Background: an optimization exercise with open tools, aiming at small area, a short achievable clock period and few clock cycles. Do not read the settings as production practice. Where RTL was checked, it was by simulation tests only, not by an equivalence proof against the original. Power figures rest on the tool's default switching activity, not on a simulated workload.

// wr_gen_top
module wr_gen_top (
  input  logic                 clk,
  input  logic                 reset_n,
  input  logic                 i_start,
  input  wr_gen_pkg::count_t   i_nai,
  input  wr_gen_pkg::pattern_t i_base_p,
  input  wr_gen_pkg::addr_t    i_base_x,
  input  wr_gen_pkg::incr_t    i_rai,
  input  wr_gen_pkg::psize_t   i_pattern_size,
  input  wr_gen_pkg::mask_t    i_byte_mask,
  input  logic                 i_wr_ready,
  output logic                 o_busy,
  output logic                 o_wr_valid,
  output wr_gen_pkg::addr_t    o_wr_addr,
  output wr_gen_pkg::line_t    o_wr_data,
  output wr_gen_pkg::mask_t    o_wr_strb
);
  logic                 busy;
  logic                 valid;
  wr_gen_pkg::count_t   rem;       
  wr_gen_pkg::addr_t    addr;      
  wr_gen_pkg::incr_t    rai;       
  logic [31:0]          lanes_n;   
  wr_gen_pkg::mask_t    mask;      
  logic [31:0]          lanes;
  logic start_run;
  logic accept;
  logic size1, size2, size4;
  logic size1_q, size2_q, size4_q;   
  logic [31:0] base_lanes;
  logic [31:0] next_lanes;
  wr_gen_pkg::addr_t addr_next;
  wr_gen_pkg::count_t rem_next;
  assign start_run = i_start && !busy;
  assign accept    = valid && i_wr_ready;
  assign size1 = (i_pattern_size == 3'd1);
  assign size2 = (i_pattern_size == 3'd2);
  assign size4 = (i_pattern_size == 3'd4);
  always_comb
  begin
    base_lanes = '0;
    if (size1)
      base_lanes = {4{i_base_p[7:0]}};
    else if (size2)
      base_lanes = {2{i_base_p[15:0]}};
    else if (size4)
      base_lanes = i_base_p;
  end
  always_comb
  begin : step_lanes
    logic       step;
  ...
For scale: roughly 1700 cells after synthesis, ~200 flip-flops, roughly 830 I/O pins, about 11000 um2 of cells after synthesis.
clock: 6.0 ns
lec_check: 0
abc_area: 1
cap_margin: 20
core_area: 5 5 185 185
die_area: 0 0 190 190
setup_slack_margin: 3.55
slew_margin: 20
standard.sh (not shown) runs the stock make flow with config.mk's settings and CLKGATE_MAP_FILE= SYNTH_SCRIPT=/design/flow/synth_recipe.tcl, a recipe that flattens the netlist after the stock synthesis.
==> flow/flow/run.sh <==
#!/bin/bash
# The standard layout, with the port buffers made from buf_1 cells and the
# pins allowed one routing track apart, so that they fit on a smaller die.
export BUFFER_PORTS_ARGS="-buffer_cell sky130_fd_sc_hd__buf_1"
export PLACE_PINS_ARGS="-min_distance 1 -min_distance_in_tracks"
bash standard.sh > standard.log 2>&1
Testbench counts at the start, summed over its fixed seeds: cycles 134,802.
Rerun with:
SETUP_SLACK_MARGIN = 3.65   (was 3.55)
After rerunning: The new run failed in 5_1_grt. Area after synthesis stays the same. Synthesized cell count stays the same.
Rerun with:
SETUP_SLACK_MARGIN = 3.5   (was 3.65)
Effect: The new run went through all stages and came out clean; synthesized area stays the same; synthesized cell count does not change.
Rerun with:
CORE_AREA = 5 5 175 175   (was 5 5 185 185)
DIE_AREA = 0 0 180 180   (was 0 0 190 190)
What happened: This time the run stopped in 5_1_grt (GRT-0116); synthesized cell count does not change; area after synthesis does not change.
Rerun with:
CORE_AREA = 2 2 188 188   (was 5 5 175 175)
DIE_AREA = 0 0 190 190   (was 0 0 180 180)
Outcome:
- Now the flow produced a clean layout
- synthesized area stays the same
- synthesized cell count does not change

* * *

The RTL this note starts from:
==> flow/design.v <==
package wr_gen_pkg;
  typedef logic [51:0] addr_t;
  typedef logic [31:0] pattern_t;
  typedef logic [8:0] count_t;
  typedef logic [37:0] incr_t;
  typedef logic [2:0] psize_t;
  typedef logic [511:0] line_t;
  typedef logic [63:0] mask_t;
  localparam int LINE_BYTES = 64;
  typedef enum logic [1:0] {
    SEQ_IDLE  = 2'd0,
    SEQ_RUN   = 2'd1,
    SEQ_DRAIN = 2'd2,
    SEQ_DONE  = 2'd3
  } seq_state_t;
endpackage
module wr_gen_top (
  input  logic                 clk,
  input  logic                 reset_n,
  input  logic                 i_start,
  input  wr_gen_pkg::count_t   i_nai,
  input  wr_gen_pkg::pattern_t i_base_p,
  input  wr_gen_pkg::addr_t    i_base_x,
  input  wr_gen_pkg::incr_t    i_rai,
  input  wr_gen_pkg::psize_t   i_pattern_size,
  input  wr_gen_pkg::mask_t    i_byte_mask,
  input  logic                 i_wr_ready,
  output logic                 o_busy,
  output logic                 o_wr_valid,
  output wr_gen_pkg::addr_t    o_wr_addr,
  output wr_gen_pkg::line_t    o_wr_data,
  output wr_gen_pkg::mask_t    o_wr_strb
);
  logic                 busy;
  logic                 valid;
  wr_gen_pkg::count_t   rem;       
  wr_gen_pkg::addr_t    addr;      
  wr_gen_pkg::incr_t    rai;       
  logic [31:0]          lanes_n;   
  wr_gen_pkg::mask_t    mask_n;    
  logic [31:0]          lanes;
  logic start_run;
  logic accept;
  logic size1, size2, size4;
  logic [31:0] base_lanes;
  logic [31:0] next_lanes;
  wr_gen_pkg::addr_t addr_next;
  assign start_run = i_start && !busy;
  assign accept    = valid && i_wr_ready;
  assign size1 = (i_pattern_size == 3'd1);
  assign size2 = (i_pattern_size == 3'd2);
  assign size4 = (i_pattern_size == 3'd4);
  always_comb
  begin
    base_lanes = '0;
    if (size1)
      base_lanes = {4{i_base_p[7:0]}};
    else if (size2)
      base_lanes = {2{i_base_p[15:0]}};
    else if (size4)
      base_lanes = i_base_p;
  end
  always_comb
  begin : step_lanes
    logic [7:0]  b0;
    logic [15:0] h0;
    logic [31:0] w0;
    b0 = lanes[7:0] + 1'b1;
    h0 = lanes[15:0] + 1'b1;
    w0 = lanes + 1'b1;
    if (size4)
      next_lanes = w0;
    else if (size2)
      next_lanes = {2{h0}};
    else if (size1)
      next_lanes = {4{b0}};
    else
      next_lanes = '0;
  end
  localparam int RW = 38;   
  localparam int AW = 52;   
  localparam int LV = $clog2(RW);
  logic [RW-1:0] pg_g [LV+1];
  logic [RW-1:0] pg_p [LV+1];
  logic [RW-1:0] half_sum;
  logic [AW-RW-1:0] hi_all;    
  assign pg_g[0]  = addr[RW-1:0] & rai;
  assign pg_p[0]  = addr[RW-1:0] ^ rai;
  assign half_sum = pg_p[0];
  for (genvar l = 0; l < LV; l++)
  begin : g_level
    for (genvar i = 0; i < RW; i++)
    begin : g_bit
      if ((i >> l) % 2 == 1)
      begin : g_join
        localparam int J = ((i >> l) << l) - 1;
        assign pg_g[l+1][i] = pg_g[l][i] | (pg_p[l][i] & pg_g[l][J]);
        assign pg_p[l+1][i] = pg_p[l][i] & pg_p[l][J];
      end
      else
      begin : g_pass
        assign pg_g[l+1][i] = pg_g[l][i];
        assign pg_p[l+1][i] = pg_p[l][i];
      end
    end
  end
  always_comb
  begin
    hi_all[0] = 1'b1;
    for (int j = 1; j < AW - RW; j++)
      hi_all[j] = hi_all[j-1] & addr[RW+j-1];
  end
  assign addr_next[0] = half_sum[0];
  for (genvar i = 1; i < RW; i++)
  begin : g_sum
    assign addr_next[i] = half_sum[i] ^ pg_g[LV][i-1];
  end
  for (genvar j = 0; j < AW - RW; j++)
  begin : g_hi
    assign addr_next[RW+j] = addr[RW+j] ^ (pg_g[LV][RW-1] & hi_all[j]);
  end
  always_ff @(posedge clk)
  begin
    if (!reset_n)
    begin
      busy  <= 1'b0;
      valid <= 1'b0;
    end
    else if (start_run)
    begin
      busy  <= 1'b1;
      valid <= (i_nai != '0);
    end
    else if (!valid || (accept && (rem == 9'd1)))
    begin
      busy  <= 1'b0;
      valid <= 1'b0;
    end
  end
  always_ff @(posedge clk)
  begin
    if (start_run)
    begin
      rem   <= i_nai;
      addr  <= i_base_x;
      lanes_n <= ~base_lanes;
    end
    else if (accept)
    begin
      rem   <= rem - 1'b1;
      addr  <= addr_next;
      lanes_n <= ~next_lanes;
    end
  end
  always_ff @(posedge clk)
  begin
    mask_n <= ~i_byte_mask;
    rai    <= i_rai;
  end
  assign o_busy     = busy;
  assign o_wr_valid = valid;
  assign o_wr_addr  = addr;
  assign o_wr_strb  = ~mask_n;
  assign lanes      = ~lanes_n;
  always_comb
  begin
    for (int i = 0; i < wr_gen_pkg::LINE_BYTES; i++)
      o_wr_data[i*8 +: 8] = ~({8{mask_n[i]}} | lanes_n[8*(i%4) +: 8]);
  end
endmodule
==> flow/config.mk <==
export PLATFORM = sky130hd
export DESIGN_NAME = wr_gen_top
export DESIGN_NICKNAME = wr_gen_top
export VERILOG_FILES = /design/flow/design.v
export SDC_FILE = /design/flow/constraint.sdc
export NUM_CORES = 4
export LEC_CHECK = 0
export CAP_MARGIN = 20
export CORE_AREA = 5 5 185 185
export DIE_AREA = 0 0 190 190
export SLEW_MARGIN = 20
==> flow/constraint.sdc <==
create_clock -name core_clock -period 6.0 [get_ports {clk}]
set_input_delay 1.2000 -clock core_clock [delete_from_list [all_inputs] [get_ports {clk}]]
set_output_delay 1.2000 -clock core_clock [all_outputs]
set_load 0.01 [all_outputs]
Scripts as last shown in full above: flow/flow/run.sh
Testbench counts at the start, summed over its fixed seeds: cycles 134,802.
Next try:
SETUP_SLACK_MARGIN = 3.0   (was default)
=> Global-route usage increases by 0.55 points; design area increases by a few percent; cell count increases slightly.

* * *

Another version of the RTL of wr_gen_top (not shown whole).
For scale: roughly 1900 cells after synthesis, ~200 flip-flops.
clock: 6.0 ns
lec_check: 0
abc_area: 1
cap_margin: 20
core_area: 5 5 185 185
die_area: 0 0 190 190
setup_slack_margin: 3.5
slew_margin: 20
Scripts as last shown in full above: flow/flow/run.sh
The first run produced a clean layout.
Testbench counts at the start, summed over its fixed seeds: cycles 134,802.
Next try:
- SETUP_SLACK_MARGIN: 3.5 -> 3.2
After rerunning:
- The changed run finished clean
- total power decreases by 3.6%
- sequential share of layout area increases by 0.59 points
- non-clock buffer count decreases by 18
- final area decreases by 4.2%
- wire length decreases by 3.5%
- utilization decreases by 2.2 points
- count of clock-buffer cells in the layout decreases by 3
- die area is unchanged
- hold slack got worse by 0.0038 ns
Next try:
- SETUP_SLACK_MARGIN: 3.2 -> 3.8
The changed run died in global routing, error GRT-0116.
Area after synthesis does not change.
Synthesized cell count does not change.

* * *

wr_gen_top, a different RTL version from the one above (not shown whole).
Size in the first run: roughly 1500 cells after synthesis, about 160 flip-flops, roughly 830 I/O pins, roughly 13000 µm² of cells after synthesis.
clock: 6.0 ns
lec_check: 0
cap_margin: 20
core_area: 5 5 425 425
die_area: 0 0 430 430
slew_margin: 20
run.sh (not shown) runs the stock make flow with config.mk's settings and CLKGATE_MAP_FILE= SYNTH_SCRIPT=/design/flow/synth_recipe.tcl, a recipe that flattens the netlist after the stock synthesis.
Stock flow here: none of the scripts above is used.
The starting point completed without violations.
Change:
==> flow/flow/run.sh (new file) <==
#!/bin/bash
# The standard layout, with the port buffers made from buf_2 cells.
export BUFFER_PORTS_ARGS="-buffer_cell sky130_fd_sc_hd__buf_2"
bash standard.sh > standard.log 2>&1
==> flow/standard.sh (new file) <==
#!/bin/bash
# synth_recipe.tcl (not shown) runs the flow's synth.tcl, then flattens the netlist and writes it again
# the make line also repeats each setting of config.mk as NAME=value (left out here)
make -C /OpenROAD-flow-scripts/flow DESIGN_CONFIG=/design/flow/config.mk WORK_HOME=/design/flow/orfs CLKGATE_MAP_FILE= SYNTH_SCRIPT=/design/flow/synth_recipe.tcl "${@:-finish}"
removed: flow/run.sh
Outcome:
- The new run passed the timing, design-rule and antenna checks
- core utilization drops by 2.4 points
- global-route usage drops by 0.27 points
- synthesized area is unchanged
No functional check of the RTL was part of any run of this note.

* * *

wr_gen_top, a different RTL version from the one above (not shown whole).
Size in the first run: roughly 830 I/O pins.
clock: 6.0 ns
lec_check: 0
abc_clock_period_in_ps: 2000
cap_margin: 20
core_area: 5 5 255 255
die_area: 0 0 260 260
setup_slack_margin: 2.8
slew_margin: 20
standard.sh (not shown) runs the stock make flow with config.mk's settings and CLKGATE_MAP_FILE= SYNTH_SCRIPT=/design/flow/synth_recipe.tcl, a recipe that flattens the netlist after the stock synthesis.
==> flow/flow/run.sh <==
#!/bin/bash
# The standard layout, with the port buffers made from buf_1 cells.
export BUFFER_PORTS_ARGS="-buffer_cell sky130_fd_sc_hd__buf_1"
bash standard.sh > standard.log 2>&1
The first run produced a clean layout.
Then changed:
--- a/flow/config.mk
+++ b/flow/config.mk
@@ -11,3 +11,2 @@
 export DIE_AREA = 0 0 260 260
-export SETUP_SLACK_MARGIN = 2.8
 export SLEW_MARGIN = 20
After rerunning:
- global-route usage increases by 1.4 points
- fmax went down by 13%
- clock-buffer cell count goes down by 2
- cell count falls by 1.3%
- register-to-register slack got worse by 0.47 ns
- clock power increases by about 4%
- wire length goes up by 4.6%
- worst hold slack is better by 0.013 ns
No run of this note included a check of the RTL's function; only the layout flow was run.

* * *

== the baseline ==
wr_gen_top, a different RTL version from the one above (not shown whole).
Size: ~1,600 cells after synthesis, about 200 flip-flops, ~12,000 um^2 of cells after synthesis.
Settings: LEC_CHECK=0, CAP_MARGIN=20, CORE_AREA=5 5 185 185, DIE_AREA=0 0 190 190, SETUP_SLACK_MARGIN=3.2, SLEW_MARGIN=20; clock period 6.0 ns.
==> flow/flow/run.sh <==
#!/bin/bash
# The standard layout, with the port buffers made from buf_1 cells and the
# pins allowed one routing track apart, so that they fit on a smaller die.
export BUFFER_PORTS_ARGS="-buffer_cell sky130_fd_sc_hd__buf_1"
export PLACE_PINS_ARGS="-min_distance 1 -min_distance_in_tracks"
bash standard.sh > standard.log 2>&1
The baseline reached the end of the flow, and the finished layout is clean on the timing, design-rule and antenna checks.
What the candidate does differently from the baseline at the input level:
- an added ABC_AREA of 1
Results
Delta (the candidate minus the baseline): final clock period utilization by the worst path shrank by 6.8 points; highest attainable clock frequency went up; number of signal-net buffers in the layout went down by about 2.4%; total cell area at the placement stage now sits higher.
No run of this note included a check of the RTL's function; only the layout flow was run.

-- separate check: timing with driven ports --
In the flow no input, the clock included, has a driving cell. The finished layouts below were timed again as built, in two steps. Step 1 sets driving cells, clkbuf_16 on the clock port and buf_2 on the other inputs (assumed; they add their load-dependent delay and slew). Step 2 times the ports against the registers' clock, not the clock port: input delays grow and output delays shrink by t, the midpoint of the rising clock arrivals with the driver on. a / b / c = no drivers / after step 1 / after step 2; a / b = the first two.
run | t, ns | setup slack, ns | worst hold slack (ns) | clock arrival spread, ns | worst slew at a driven data input, ns
the first run of note 1 | 0.491 | 3.542 / 3.490 / 3.200 | 0.473 / 0.473 / 0.473 | 0.018 / 0.017 | 0.17
the third run of note 1 | 0.495 | 3.470 / 3.413 / 3.144 | 0.479 / 0.479 / 0.479 | 0.016 / 0.017 | 0.15
the fifth run of note 1 | 0.500 | 3.503 / 3.451 / 3.216 | 0.480 / 0.480 / 0.480 | 0.013 / 0.013 | 0.14
the first run of note 2 | 0.477 | 2.458 / 2.458 / 2.448 | 0.564 / 0.564 / 0.564 | 0.023 / 0.023 | 0.10
the second run of note 2 | 0.478 | 2.921 / 2.921 / 2.657 | 0.621 / 0.621 / 0.621 | 0.027 / 0.026 | 0.09
the first run of note 3 | 0.502 | 3.485 / 3.426 / 3.050 | 0.636 / 0.636 / 0.636 | 0.022 / 0.022 | 0.21
the second run of note 3 | 0.498 | 3.233 / 3.188 / 2.762 | 0.632 / 0.632 / 0.632 | 0.017 / 0.017 | 0.20
the first run of note 4 | 0.596 | 1.843 / 1.878 / 1.282 | 0.543 / 0.543 / 0.543 | 0.032 / 0.032 | 0.28
the second run of note 4 | 0.588 | 2.299 / 2.342 / 1.754 | 0.556 / 0.556 / 0.556 | 0.028 / 0.028 | 0.23
the first run of note 5 | 0.538 | 2.531 / 2.551 / 2.013 | 0.509 / 0.509 / 0.509 | 0.020 / 0.020 | 0.23
the second run of note 5 | 0.543 | 2.013 / 2.051 / 1.508 | 0.521 / 0.521 / 0.521 | 0.017 / 0.018 | 0.17
the baseline | 0.474 | 2.900 / 2.900 / 2.868 | 0.608 / 0.608 / 0.608 | 0.020 / 0.019 | 0.12
the candidate | 0.480 | 3.308 / 3.258 / 2.925 | 0.620 / 0.620 / 0.620 | 0.016 / 0.016 | 0.17
After both steps every run listed still meets setup and hold. The setup slack of the first run of note 4, which loses most, moves by +0.035 ns with the drivers and by -0.561 ns with both steps.
